Background: an optimization exercise with open tools, aiming at small area. Do not read the settings as production practice. At most, simulation tests tie the RTL to the original design; equivalence was not proved. The flow treats the clock pin as an ideal source, which a real chip does not have.

Setup of yarrow:
==> module custom_instr_accum_unit, before the edit <==
module custom_instr_accum_unit #(
  parameter int unsigned       HART_COUNT     = 2,
  parameter int unsigned       ACC_COUNT      = 4,
  parameter int unsigned       DATA_W         = 32,
  parameter int unsigned       RESULT_LATENCY = 1,
  parameter logic [DATA_W-1:0] DEFAULT_RESULT = 32'hdeadbeef,
  localparam int unsigned      HID_W = (HART_COUNT > 1) ? $clog2(HART_COUNT) : 1,
  localparam int unsigned      SEL_W = (ACC_COUNT > 1) ? $clog2(ACC_COUNT) : 1
) (
  input  logic              clk,
  input  logic              rst,
  input  logic              valid_in,
  input  logic [HID_W-1:0]  hid_in,
  input  logic [4:0]        major_opcode_in,
  input  logic [2:0]        minor_opcode_in,
  input  logic [DATA_W-1:0] op1_in,
  input  logic [DATA_W-1:0] op2_in,
  input  logic [31:0]       imm_in,
  input  logic [6:0]        funct7_in,
  output logic [DATA_W-1:0] result_out,
  output logic [15:0]       illegal_count_out
);
  localparam int unsigned N = HART_COUNT * ACC_COUNT;
  logic [DATA_W-1:0] acc_q [N];
  logic [N-1:0]      acc_vld_q;
  logic [15:0]       illegal_cnt_q;
  logic              rd_vld_q;
  logic [DATA_W-1:0] rd_dat_q;
  logic              accept, illegal, legal;
  logic              op_load, op_add, op_read, op_sub, op_mac, op_clear, op_readclr;
  logic [HID_W+SEL_W-1:0] idx;
  logic [DATA_W-1:0] rd_val, acc_new;
  logic              wr_en;
  assign accept  = valid_in && (major_opcode_in == custom_instr_accum_pkg::CUSTOM_0);
  assign illegal = (minor_opcode_in == 3'd7) || (funct7_in != 7'd0);
  assign legal   = accept && !illegal;
  assign op_load    = (minor_opcode_in == 3'd0);
  assign op_add     = (minor_opcode_in == 3'd1);
  assign op_read    = (minor_opcode_in == 3'd2);
  assign op_sub     = (minor_opcode_in == 3'd3);
  assign op_mac     = (minor_opcode_in == 3'd4);
  assign op_clear   = (minor_opcode_in == 3'd5);
  assign op_readclr = (minor_opcode_in == 3'd6);
  assign idx     = {hid_in, imm_in[SEL_W-1:0]};
  logic [N-1:0] rsel;
  always_comb begin
    rd_val = '0;
    for (int k = 0; k < int'(N); k++) begin
      rsel[k] = (idx == k) && acc_vld_q[k];
      rd_val  = rd_val | ({DATA_W{rsel[k]}} & acc_q[k]);
    end
  end
  logic              dec_mac, dec_add, dec_sub, dec_load;
  logic [DATA_W/2-1:0] s1, s2, s3;
  logic [DATA_W-1:0] base_n;
  assign dec_mac  = minor_opcode_in[2];
  assign dec_add  = !minor_opcode_in[2] && !minor_opcode_in[1];
  assign dec_sub  = !minor_opcode_in[2] && minor_opcode_in[1];
  assign dec_load = !minor_opcode_in[2] && !minor_opcode_in[0];
  always_comb begin
    for (int i = 0; i < int'(DATA_W / 2); i++) begin
      s1[i] = dec_mac && !op1_in[2*i+1] && op1_in[2*i];
      s2[i] = dec_mac && op1_in[2*i+1] && !op1_in[2*i];
      s3[i] = (dec_mac && op1_in[2*i+1] && op1_in[2*i]) || dec_sub;
    end
    s1[0] = s1[0] || (dec_add && minor_opcode_in[0]);
  end
  assign base_n = ~(dec_load ? op1_in : rd_val);
  custom_instr_accum_mac u_mac (
    .base_n (base_n),
    .x      (op2_in),
    .s1     (s1),
    .s2     (s2),
    .s3     (s3),
    .res    (acc_new)
  );
  assign wr_en   = legal && (op_load || op_add || op_sub || op_mac);
  always_ff @(posedge clk) begin
    for (int i = 0; i < int'(N); i++)
      if (wr_en && (idx == i)) acc_q[i] <= acc_new;
  end
  always_ff @(posedge clk or negedge rst) begin
    if (!rst) begin
      acc_vld_q <= '0;
    end else begin
      for (int i = 0; i < int'(N); i++) begin
        if (legal && op_clear && (hid_in == i / ACC_COUNT))
          acc_vld_q[i] <= 1'b0;
        else if (legal && op_readclr && (idx == i))
          acc_vld_q[i] <= 1'b0;
        else if (wr_en && (idx == i))
          acc_vld_q[i] <= 1'b1;
      end
    end
  end
  always_ff @(posedge clk or negedge rst) begin
    if (!rst)
      illegal_cnt_q <= '0;
    else if (accept && illegal && (illegal_cnt_q != 16'hffff))
      illegal_cnt_q <= illegal_cnt_q + 16'd1;
  end
  always_ff @(posedge clk or negedge rst) begin
    if (!rst) rd_vld_q <= 1'b0;
    else      rd_vld_q <= legal && (op_read || op_readclr);
  end
  always_ff @(posedge clk) begin
    rd_dat_q <= rd_val;
  end
  assign result_out        = rd_vld_q ? rd_dat_q : DEFAULT_RESULT;
  assign illegal_count_out = illegal_cnt_q;
endmodule
==> flow/config.mk <==
export PLATFORM = sky130hd
export DESIGN_NAME = custom_instr_accum_unit
export DESIGN_NICKNAME = custom_instr_accum_unit
export VERILOG_FILES = /design/flow/design.v
export SDC_FILE = /design/flow/constraint.sdc
export NUM_CORES = 4
export LEC_CHECK = 0
export ABC_AREA = 1
export CAP_MARGIN = 10
export CELL_PAD_IN_SITES_DETAIL_PLACEMENT = 1
export CELL_PAD_IN_SITES_GLOBAL_PLACEMENT = 1
export CORE_MARGIN = 2
export CORE_UTILIZATION = 35
export GPL_TIMING_DRIVEN = 0
export PLACE_DENSITY = 0.5
export SLEW_MARGIN = 10
export SYNTH_HIERARCHICAL = 1
export SYNTH_MINIMUM_KEEP_SIZE = 0
==> flow/constraint.sdc <==
create_clock -name core_clock -period 10.0 [get_ports {clk}]
set_input_delay 2.0000 -clock core_clock [delete_from_list [all_inputs] [get_ports {clk}]]
set_output_delay 2.0000 -clock core_clock [all_outputs]
set_load 0.01 [all_outputs]
standard.sh (not shown) runs the stock make flow with config.mk's settings and CLKGATE_MAP_FILE= SYNTH_SCRIPT=/design/flow/synth_recipe.tcl, a recipe that flattens the netlist after the stock synthesis.
==> flow/flow/run.sh <==
#!/bin/bash
# Own layout flow: the standard ORFS flow with three changes.
#  1. Synthesis is synth_recipe.tcl unchanged except that ABC maps with
#     flow/abc_area.script (area-only mapping, no ABC buffering/upsizing);
#     OpenROAD's resizer does the timing repair afterwards.
#  2. Port buffers are the smallest buffer cell.
#  3. CTS uses small clock buffers and no dummy loads.
#  4. Synthesis leaves half adders to ABC (no ha cells).
#  5. Repair steps may not use the largest buffers (flow/hooks.tcl).
# Each tool's output goes to a log file of its own in this folder.
set -euo pipefail
W=$PWD
sed "s|@ABC_SCRIPT@|$W/flow/abc_area.script|; s|@FLOW_SYNTH@|$W/synth_recipe.tcl|" \
  flow/my_synth.tcl.in > my_synth.tcl
EXTRA=(
  "SYNTH_SCRIPT=$W/my_synth.tcl"
  "BUFFER_PORTS_ARGS=-buffer_cell sky130_fd_sc_hd__buf_1"
  "CTS_ARGS=-sink_clustering_enable -repair_clock_nets -dont_use_dummy_load -sink_clustering_size 8 -sink_clustering_max_diameter 50 -buf_list {sky130_fd_sc_hd__clkbuf_4}"
  "PRE_FLOORPLAN_TCL=$W/flow/hooks.tcl"
  "PRE_RESIZE_TCL=$W/flow/hooks.tcl"
  "PRE_CTS_TCL=$W/flow/hooks.tcl"
  "PRE_GLOBAL_ROUTE_TCL=$W/flow/hooks.tcl"
)
# Synthesis only: half adders stay plain gates for ABC (no ha cells), the
# platform's own don't-use list otherwise.
DU_PLATFORM="sky130_fd_sc_hd__probe_p_8 sky130_fd_sc_hd__probec_p_8 sky130_fd_sc_hd__lpflow_bleeder_1 sky130_fd_sc_hd__lpflow_clkbufkapwr_1 sky130_fd_sc_hd__lpflow_clkbufkapwr_16 sky130_fd_sc_hd__lpflow_clkbufkapwr_2 sky130_fd_sc_hd__lpflow_clkbufkapwr_4 sky130_fd_sc_hd__lpflow_clkbufkapwr_8 sky130_fd_sc_hd__lpflow_clkinvkapwr_1 sky130_fd_sc_hd__lpflow_clkinvkapwr_16 sky130_fd_sc_hd__lpflow_clkinvkapwr_2 sky130_fd_sc_hd__lpflow_clkinvkapwr_4 sky130_fd_sc_hd__lpflow_clkinvkapwr_8 sky130_fd_sc_hd__lpflow_decapkapwr_12 sky130_fd_sc_hd__lpflow_decapkapwr_3 sky130_fd_sc_hd__lpflow_decapkapwr_4 sky130_fd_sc_hd__lpflow_decapkapwr_6 sky130_fd_sc_hd__lpflow_decapkapwr_8 sky130_fd_sc_hd__lpflow_inputiso0n_1 sky130_fd_sc_hd__lpflow_inputiso0p_1 sky130_fd_sc_hd__lpflow_inputiso1n_1 sky130_fd_sc_hd__lpflow_inputiso1p_1 sky130_fd_sc_hd__lpflow_inputisolatch_1 sky130_fd_sc_hd__lpflow_isobufsrc_1 sky130_fd_sc_hd__lpflow_isobufsrc_16 sky130_fd_sc_hd__lpflow_isobufsrc_2 sky130_fd_sc_hd__lpflow_isobufsrc_4 sky130_fd_sc_hd__lpflow_isobufsrc_8 sky130_fd_sc_hd__lpflow_isobufsrckapwr_16 sky130_fd_sc_hd__lpflow_lsbuf_lh_hl_isowell_tap_1 sky130_fd_sc_hd__lpflow_lsbuf_lh_hl_isowell_tap_2 sky130_fd_sc_hd__lpflow_lsbuf_lh_hl_isowell_tap_4 sky130_fd_sc_hd__lpflow_lsbuf_lh_isowell_4 sky130_fd_sc_hd__lpflow_lsbuf_lh_isowell_tap_1 sky130_fd_sc_hd__lpflow_lsbuf_lh_isowell_tap_2 sky130_fd_sc_hd__lpflow_lsbuf_lh_isowell_tap_4"
bash standard.sh "${EXTRA[@]}" "DONT_USE_CELLS=$DU_PLATFORM sky130_fd_sc_hd__ha_1 sky130_fd_sc_hd__ha_2 sky130_fd_sc_hd__ha_4" synth > log_synth.txt 2>&1
bash standard.sh "${EXTRA[@]}" finish > log_finish.txt 2>&1
cp orfs/logs/sky130hd/custom_instr_accum_unit/base/*.log . 2>/dev/null || true
Other scripts of this flow, unchanged in this note and not shown: flow/flow/abc_area.script, flow/flow/hooks.tcl, flow/flow/my_synth.tcl.in
### yarrow -> willow
diff --git a/flow/design.v b/flow/design.v
--- a/flow/design.v
+++ b/flow/design.v
@@ -1565,5 +1565,5 @@
   logic [15:0]       illegal_cnt_q;
   logic              rd_vld_q;
-  logic [DATA_W-1:0] rd_dat_q;
+  logic [DATA_W-1:0] rd_dat_n_q;
   logic              accept, illegal, legal;
   logic              op_load, op_add, op_read, op_sub, op_mac, op_clear, op_readclr;
@@ -1644,7 +1644,7 @@
   end
   always_ff @(posedge clk) begin
-    rd_dat_q <= rd_val;
+    rd_dat_n_q <= ~rd_val;
   end
-  assign result_out        = rd_vld_q ? rd_dat_q : DEFAULT_RESULT;
+  assign result_out        = rd_vld_q ? ~rd_dat_n_q : DEFAULT_RESULT;
   assign illegal_count_out = illegal_cnt_q;
 endmodule
## What came out
- willow finished all stages; the layout is clean.
- | number of buffers other than clock buffers in the final layout | lower: yarrow |
- Wire length of the first global-routing pass in willow vs yarrow: up about 0.7%
- Relative to yarrow, final instance count without filler cells has increased by 53 in willow.
- Looking at willow and yarrow, the arithmetic-cell share of the synthesized area counting full adders, half adders and majority gates is a wash.
Only the layout flow was run in yarrow; the RTL was not checked for function there.

separate check: timing with driven ports:
No port has a modelled driver above. Below, the same layouts with a new extraction and two added sets of constraints.
Step 1 sets driving cells, clkbuf_16 on the clock port and buf_2 on the other inputs (assumed; they add their load-dependent delay and slew).
Step 2 times the ports against the registers' clock, not the clock port: input delays grow and output delays shrink by t, the midpoint of the rising clock arrivals with the driver on.
Three values: ideal, step 1, step 2; two values: the first two.
| run | shift t [ns] | setup slack, ns | worst setup path at the end | clock arrival spread, ns |
|---|---|---|---|---|
| yarrow | 0.716 | 0.316 / 0.222 / -0.494 | input to register | 0.055 / 0.054 |
| willow | 0.794 | 0.266 / 0.273 / -0.522 | input to register | 0.123 / 0.123 |
Met with ideal ports but missed after step 2: setup timing in yarrow and willow. The setup slack of yarrow, which loses most, moves by -0.094 ns with the drivers and by -0.810 ns with both steps.
